Source: an optimization exercise on an open RTL-to-GDS flow (aim: small area). Production flows keep margins and buffers that such runs may drop. Only simulation tests tie the RTL to the original design; equivalence was not proved. Power and IR drop assume default switching activity.

== run 5 ==
==> flow/design.v <==
module regfile_sb_nand2 (input logic a, b, output logic y);
    assign y = !(a && b);
endmodule
module regfile_sb_and2 (input logic a, b, output logic y);
    assign y = a && b;
endmodule
module regfile_sb_a32o (input logic a1, a2, a3, b1, b2, output logic y);
    assign y = (a1 && a2 && a3) || (b1 && b2);
endmodule
module regfile_sb_nand4 (input logic a, b, c, d, output logic y);
    assign y = !(a && b && c && d);
endmodule
module regfile_sb_and3 (input logic a, b, c, output logic y);
    assign y = a && b && c;
endmodule
module regfile_sb_or3 (input logic a, b, c, output logic y);
    assign y = a || b || c;
endmodule
module regfile_sb_hold (input logic en, enb, d, q, output logic nx);
    assign nx = (en && d) || (enb && q);
endmodule
module regfile_sb_aoi222 (input logic a1, a2, b1, b2, c1, c2, output logic y);
    assign y = !((a1 && a2) || (b1 && b2) || (c1 && c2));
endmodule
module regfile_sb_rdlast (input logic y8, y9, a, b, output logic y);
    assign y = !(y8 && y9 && !(a && b));
endmodule
module regfile_sb_mxlast (input logic y6, y7, a1, a2, b1, b2, output logic y);
    assign y = !(y6 && y7 && !((a1 && a2) || (b1 && b2)));
endmodule
module regfile_sb_rdbit (
    input  logic [30:0] s,
    input  logic [30:0] d,
    output logic        y
);
    logic [9:0] n;
    logic [2:0] g;
    for (genvar k = 0; k < 10; k++) begin : g_aoi
        regfile_sb_aoi222 u (
            .a1(s[3*k]),   .a2(d[3*k]),
            .b1(s[3*k+1]), .b2(d[3*k+1]),
            .c1(s[3*k+2]), .c2(d[3*k+2]),
            .y(n[k])
        );
    end
    regfile_sb_nand4 u_g0 (.a(n[0]), .b(n[1]), .c(n[2]), .d(n[3]), .y(g[0]));
    regfile_sb_nand4 u_g1 (.a(n[4]), .b(n[5]), .c(n[6]), .d(n[7]), .y(g[1]));
    regfile_sb_rdlast u_g2 (.y8(n[8]), .y9(n[9]), .a(s[30]), .b(d[30]), .y(g[2]));
    regfile_sb_or3 u_or (.a(g[0]), .b(g[1]), .c(g[2]), .y(y));
endmodule
module regfile_sb_mux8 (
    input  logic [7:0] s,
    input  logic [7:0] d,
    output logic       y
);
    logic [1:0] n;
    regfile_sb_aoi222 u_a (
        .a1(s[0]), .a2(d[0]), .b1(s[1]), .b2(d[1]), .c1(s[2]), .c2(d[2]), .y(n[0])
    );
    regfile_sb_aoi222 u_b (
        .a1(s[3]), .a2(d[3]), .b1(s[4]), .b2(d[4]), .c1(s[5]), .c2(d[5]), .y(n[1])
    );
    regfile_sb_mxlast u_c (
        .y6(n[0]), .y7(n[1]), .a1(s[6]), .a2(d[6]), .b1(s[7]), .b2(d[7]), .y(y)
    );
endmodule
module regfile_sb_pmux (
    input  logic [3:0]  h,
    input  logic [7:0]  l,
    input  logic [31:0] p,
    output logic        y
);
    logic [3:0] g;
    for (genvar k = 0; k < 4; k++) begin : g_grp
        regfile_sb_mux8 u (.s(l), .d(p[8*k +: 8]), .y(g[k]));
    end
    assign y = (h[0] && g[0]) || (h[1] && g[1]) || (h[2] && g[2]) || (h[3] && g[3]);
endmodule
module regfile_sb #(
    parameter int XLEN     = 32,
    parameter int NREGS    = 32,
    parameter bit ZERO_REG = 1'b1,
    parameter bit BYPASS   = 1'b1,
    localparam int AW      = $clog2(NREGS)
) (
    input  logic            clk,
    input  logic            rst_n,
    input  logic            we3,
    input  logic [AW-1:0]   wa3,
    input  logic [XLEN-1:0] wd3,
    input  logic [AW-1:0]   ra1,
    input  logic [AW-1:0]   ra2,
    output logic [XLEN-1:0] rd1,
    output logic [XLEN-1:0] rd2,
    input  logic            sb_set,
    input  logic [AW-1:0]   sb_addr,
    output logic            pend1,
    output logic            pend2,
    input  logic            clr_req,
    output logic            clr_busy,
    output logic            clr_done
);
    logic            busy;
    logic [AW-1:0]   cnt;
    logic [XLEN-1:0] regs    [1:NREGS-1];
    logic [XLEN-1:0] regs_nx [1:NREGS-1];
    logic [NREGS-1:1] valid, valid_nx, pend, pend_nx;
    logic [NREGS-1:1] en, enb;
    logic [30:0] sel1, sel2;
    logic [31:0] pend_all;
    logic [30:0] col [XLEN];
    logic nbusy;
    logic [3:0] wa_h, sa_h, rh1, rh2;
    logic [7:0] wa_l, sa_l, rl1, rl2;
    always_ff @(posedge clk or negedge rst_n) begin
        if (!rst_n)
            busy <= 1'b0;
        else if (busy)
            busy <= cnt != AW'(NREGS - 1);
        else
            busy <= clr_req;
    end
    always_ff @(posedge clk) begin
        if (busy)
            cnt <= cnt + 1'b1;
        else
            cnt <= '0;
    end
    assign clr_busy = busy;
    assign clr_done = busy && cnt == AW'(NREGS - 1);
    assign nbusy = !busy;
    for (genvar h = 0; h < 4; h++) begin : g_hi
        assign wa_h[h] = we3 && wa3[4:3] == 2'(h);
        assign sa_h[h] = sb_set && !busy && !clr_req && sb_addr[4:3] == 2'(h);
        assign rh1[h]  = !busy && ra1[4:3] == 2'(h);
        assign rh2[h]  = !busy && ra2[4:3] == 2'(h);
    end
    for (genvar l = 0; l < 8; l++) begin : g_lo
        assign wa_l[l] = wa3[2:0] == 3'(l);
        assign sa_l[l] = sb_addr[2:0] == 3'(l);
        assign rl1[l]  = ra1[2:0] == 3'(l);
        assign rl2[l]  = ra2[2:0] == 3'(l);
    end
    for (genvar i = 1; i < NREGS; i++) begin : g_ent
        localparam int H = i / 8;
        localparam int L = i % 8;
        regfile_sb_nand2 u_enb (.a(wa_h[H]), .b(wa_l[L]), .y(enb[i]));
        regfile_sb_and2  u_en  (.a(wa_h[H]), .b(wa_l[L]), .y(en[i]));
        for (genvar j = 0; j < XLEN; j++) begin : g_hold
            regfile_sb_hold u_hold (
                .en(en[i]), .enb(enb[i]), .d(wd3[j]), .q(regs[i][j]), .nx(regs_nx[i][j])
            );
        end
        regfile_sb_a32o u_vnx (
            .a1(wa_h[H]), .a2(wa_l[L]), .a3(nbusy), .b1(valid[i]), .b2(nbusy),
            .y(valid_nx[i])
        );
        regfile_sb_a32o u_pnx (
            .a1(pend[i]), .a2(enb[i]), .a3(nbusy), .b1(sa_h[H]), .b2(sa_l[L]),
            .y(pend_nx[i])
        );
        always_ff @(posedge clk) begin
            regs[i] <= regs_nx[i];
        end
        always_ff @(posedge clk or negedge rst_n) begin
            if (!rst_n) begin
                valid[i] <= 1'b0;
                pend[i]  <= 1'b0;
            end else begin
                valid[i] <= valid_nx[i];
                pend[i]  <= pend_nx[i];
            end
        end
        regfile_sb_and3 u_s1 (.a(rh1[H]), .b(rl1[L]), .c(valid_nx[i]), .y(sel1[i-1]));
        regfile_sb_and3 u_s2 (.a(rh2[H]), .b(rl2[L]), .c(valid_nx[i]), .y(sel2[i-1]));
        assign pend_all[i] = pend[i];
    end
    assign pend_all[0] = 1'b0;
    for (genvar j = 0; j < XLEN; j++) begin : g_bit
        for (genvar i = 1; i < NREGS; i++) begin : g_col
            assign col[j][i-1] = regs_nx[i][j];
        end
        regfile_sb_rdbit u_rd1 (.s(sel1), .d(col[j]), .y(rd1[j]));
        regfile_sb_rdbit u_rd2 (.s(sel2), .d(col[j]), .y(rd2[j]));
    end
    regfile_sb_pmux u_p1 (.h(rh1), .l(rl1), .p(pend_all), .y(pend1));
    regfile_sb_pmux u_p2 (.h(rh2), .l(rl2), .p(pend_all), .y(pend2));
endmodule
clock: 8.0 ns
lec_check: 0
cap_margin: 20
core_margin: 2
core_utilization: 40
cts_buf_list: sky130_fd_sc_hd__clkbuf_8
cts_cluster_diameter: 80
cts_cluster_size: 16
slew_margin: 20
synth_hierarchical: 1
synth_minimum_keep_size: 0
standard.sh (not shown) runs the stock make flow with config.mk's settings and CLKGATE_MAP_FILE= SYNTH_SCRIPT=/design/flow/synth_recipe.tcl, a recipe that flattens the netlist after the stock synthesis.
==> flow/flow/run.sh <==
#!/bin/bash
# Layout flow: the standard synthesis, then the standard ORFS steps with
# a few changes:
# - ports are buffered with buf_2 cells instead of the default delay buffers;
# - after placement, flow/rebuffer.tcl replaces the buffers that placement's
#   repair put on internal nets by resized drivers, buffers the outputs with
#   buf_1 cells, and repairs setup timing with a margin (see that file);
# - clock tree synthesis uses clkbuf_8 cells in clusters of at most 16 sinks
#   and inserts no dummy loads.
# Each step's full output goes to a log file in this folder.
set -e
bash standard.sh synth > synth.log 2>&1
export BUFFER_PORTS_ARGS="-buffer_cell sky130_fd_sc_hd__buf_2"
bash standard.sh place > place.log 2>&1
R=orfs/results/sky130hd/regfile_sb/base
PLATFORM_DIR=$FLOW_HOME/platforms/sky130hd IN_ODB=$R/3_place.odb IN_SDC=$R/3_place.sdc \
  OUT_ODB=$R/3_place.odb RB_MARGIN=0.9 RB_SLEW_MARGIN=5 RB_OUT_BUF=sky130_fd_sc_hd__buf_1 \
  openroad -no_init -exit flow/rebuffer.tcl > rebuffer.log 2>&1
export CTS_ARGS="-sink_clustering_enable -repair_clock_nets -dont_use_dummy_load -buf_list sky130_fd_sc_hd__clkbuf_8 -sink_clustering_size 16 -sink_clustering_max_diameter 80"
bash standard.sh finish > finish.log 2>&1
Other scripts of this flow, unchanged in this note and not shown: flow/flow/rebuffer.tcl
#### Input delta (run 3 over run 5)
-- flow/design.v --
<<< run 5, line 110
    logic [31:0] pend_all;
    logic [30:0] col [XLEN];
    logic nbusy;
    logic [3:0] wa_h, sa_h, rh1, rh2;
    logic [7:0] wa_l, sa_l, rl1, rl2;
    always_ff @(posedge clk or negedge rst_n) begin
        if (!rst_n)
>>> run 3, line 110
    logic [31:0] pend_all;
    logic [30:0] col [XLEN];
    logic nbusy, nclr;
    logic [AW-1:0] cnt_inc;
    logic [3:0] wa_h, sa_h, rh1, rh2;
    logic [7:0] wa_l, sa_l, rl1, rl2;
    assign cnt = pend[AW:1];
    always_ff @(posedge clk or negedge rst_n) begin
        if (!rst_n)
<<< run 5, line 121
            busy <= clr_req;
    end
    always_ff @(posedge clk) begin
        if (busy)
            cnt <= cnt + 1'b1;
        else
            cnt <= '0;
    end
    assign clr_busy = busy;
    assign clr_done = busy && cnt == AW'(NREGS - 1);
    assign nbusy = !busy;
    for (genvar h = 0; h < 4; h++) begin : g_hi
        assign wa_h[h] = we3 && wa3[4:3] == 2'(h);
>>> run 3, line 123
            busy <= clr_req;
    end
    assign clr_busy = busy;
    assign clr_done = busy && cnt == AW'(NREGS - 1);
    assign nbusy = !busy;
    assign nclr = !clr_req;
    assign cnt_inc = cnt + 1'b1;
    for (genvar h = 0; h < 4; h++) begin : g_hi
        assign wa_h[h] = we3 && wa3[4:3] == 2'(h);
<<< run 5, line 156
            .y(valid_nx[i])
        );
        regfile_sb_a32o u_pnx (
            .a1(pend[i]), .a2(enb[i]), .a3(nbusy), .b1(sa_h[H]), .b2(sa_l[L]),
            .y(pend_nx[i])
        );
        always_ff @(posedge clk) begin
            regs[i] <= regs_nx[i];
>>> run 3, line 154
            .y(valid_nx[i])
        );
        if (i <= AW) begin : g_cnt
            logic pend_idle;
            regfile_sb_a32o u_pnx (
                .a1(pend[i]), .a2(enb[i]), .a3(nclr), .b1(sa_h[H]), .b2(sa_l[L]),
                .y(pend_idle)
            );
            assign pend_nx[i] = busy ? cnt_inc[i-1] : pend_idle;
        end else begin : g_pend
            regfile_sb_a32o u_pnx (
                .a1(pend[i]), .a2(enb[i]), .a3(nbusy), .b1(sa_h[H]), .b2(sa_l[L]),
                .y(pend_nx[i])
            );
        end
        always_ff @(posedge clk) begin
            regs[i] <= regs_nx[i];
--- outcome ---
For final standard cell count with taps included and fillers excluded, run 3 and run 5 come out practically identical.
Run comparison: run 3 slowest cell on the critical path nand2_2; run 5 slowest cell on the critical path nor3b_4
Changes observed in run 3 relative to run 5: maximum single-stage delay on the critical path rose by 0.14 ns, total die area essentially unchanged, leakage power ~0 delta, area overhead of the layout relative to synthesis now sits at about the same level, clock power share -0.4 points.
Per the comparison of run 3 with run 5, clock-pin slew on the worst setup and hold paths about even; simple-gate area share of the yosys netlist about even; layout sequential cell count fell 5.
Between run 3 and run 5, the core occupancy in the finished layout figures differ only marginally.
What run 5 reported for maximum number of pins on one net before global-route repair has to be multiplied by 1.7 to get the figure for run 3.

[afterwards: timing with drivers on the ports]
How much do the figures lean on ideal ports? The routed layouts below were timed once more, with nothing changed but the port constraints.
Step 1 (the two cells are an assumption about what drives the block):
set clk [get_ports {clk}]
set_driving_cell -lib_cell sky130_fd_sc_hd__clkbuf_16 $clk
set_driving_cell -lib_cell sky130_fd_sc_hd__buf_2 [delete_from_list [all_inputs] $clk]
Step 2 moves the port delays by t, midway between the first and last clock arrival at a register: inputs arrive t later, outputs are due t later. That takes back most of the time a late clock gives input paths.
a / b / c = ideal / step 1 / step 2; a / b = the first two.
run	t (ns)	setup WS [ns]	pins driven straight from the clock port
run 5	0.794	0.680 / 0.644 / 0.657	1
run 3	0.813	0.632 / 0.612 / 0.612	1
After both steps setup and hold are still met in every run listed. The setup slack of run 5, which loses most, moves by -0.036 ns with the drivers and by -0.023 ns with both steps.
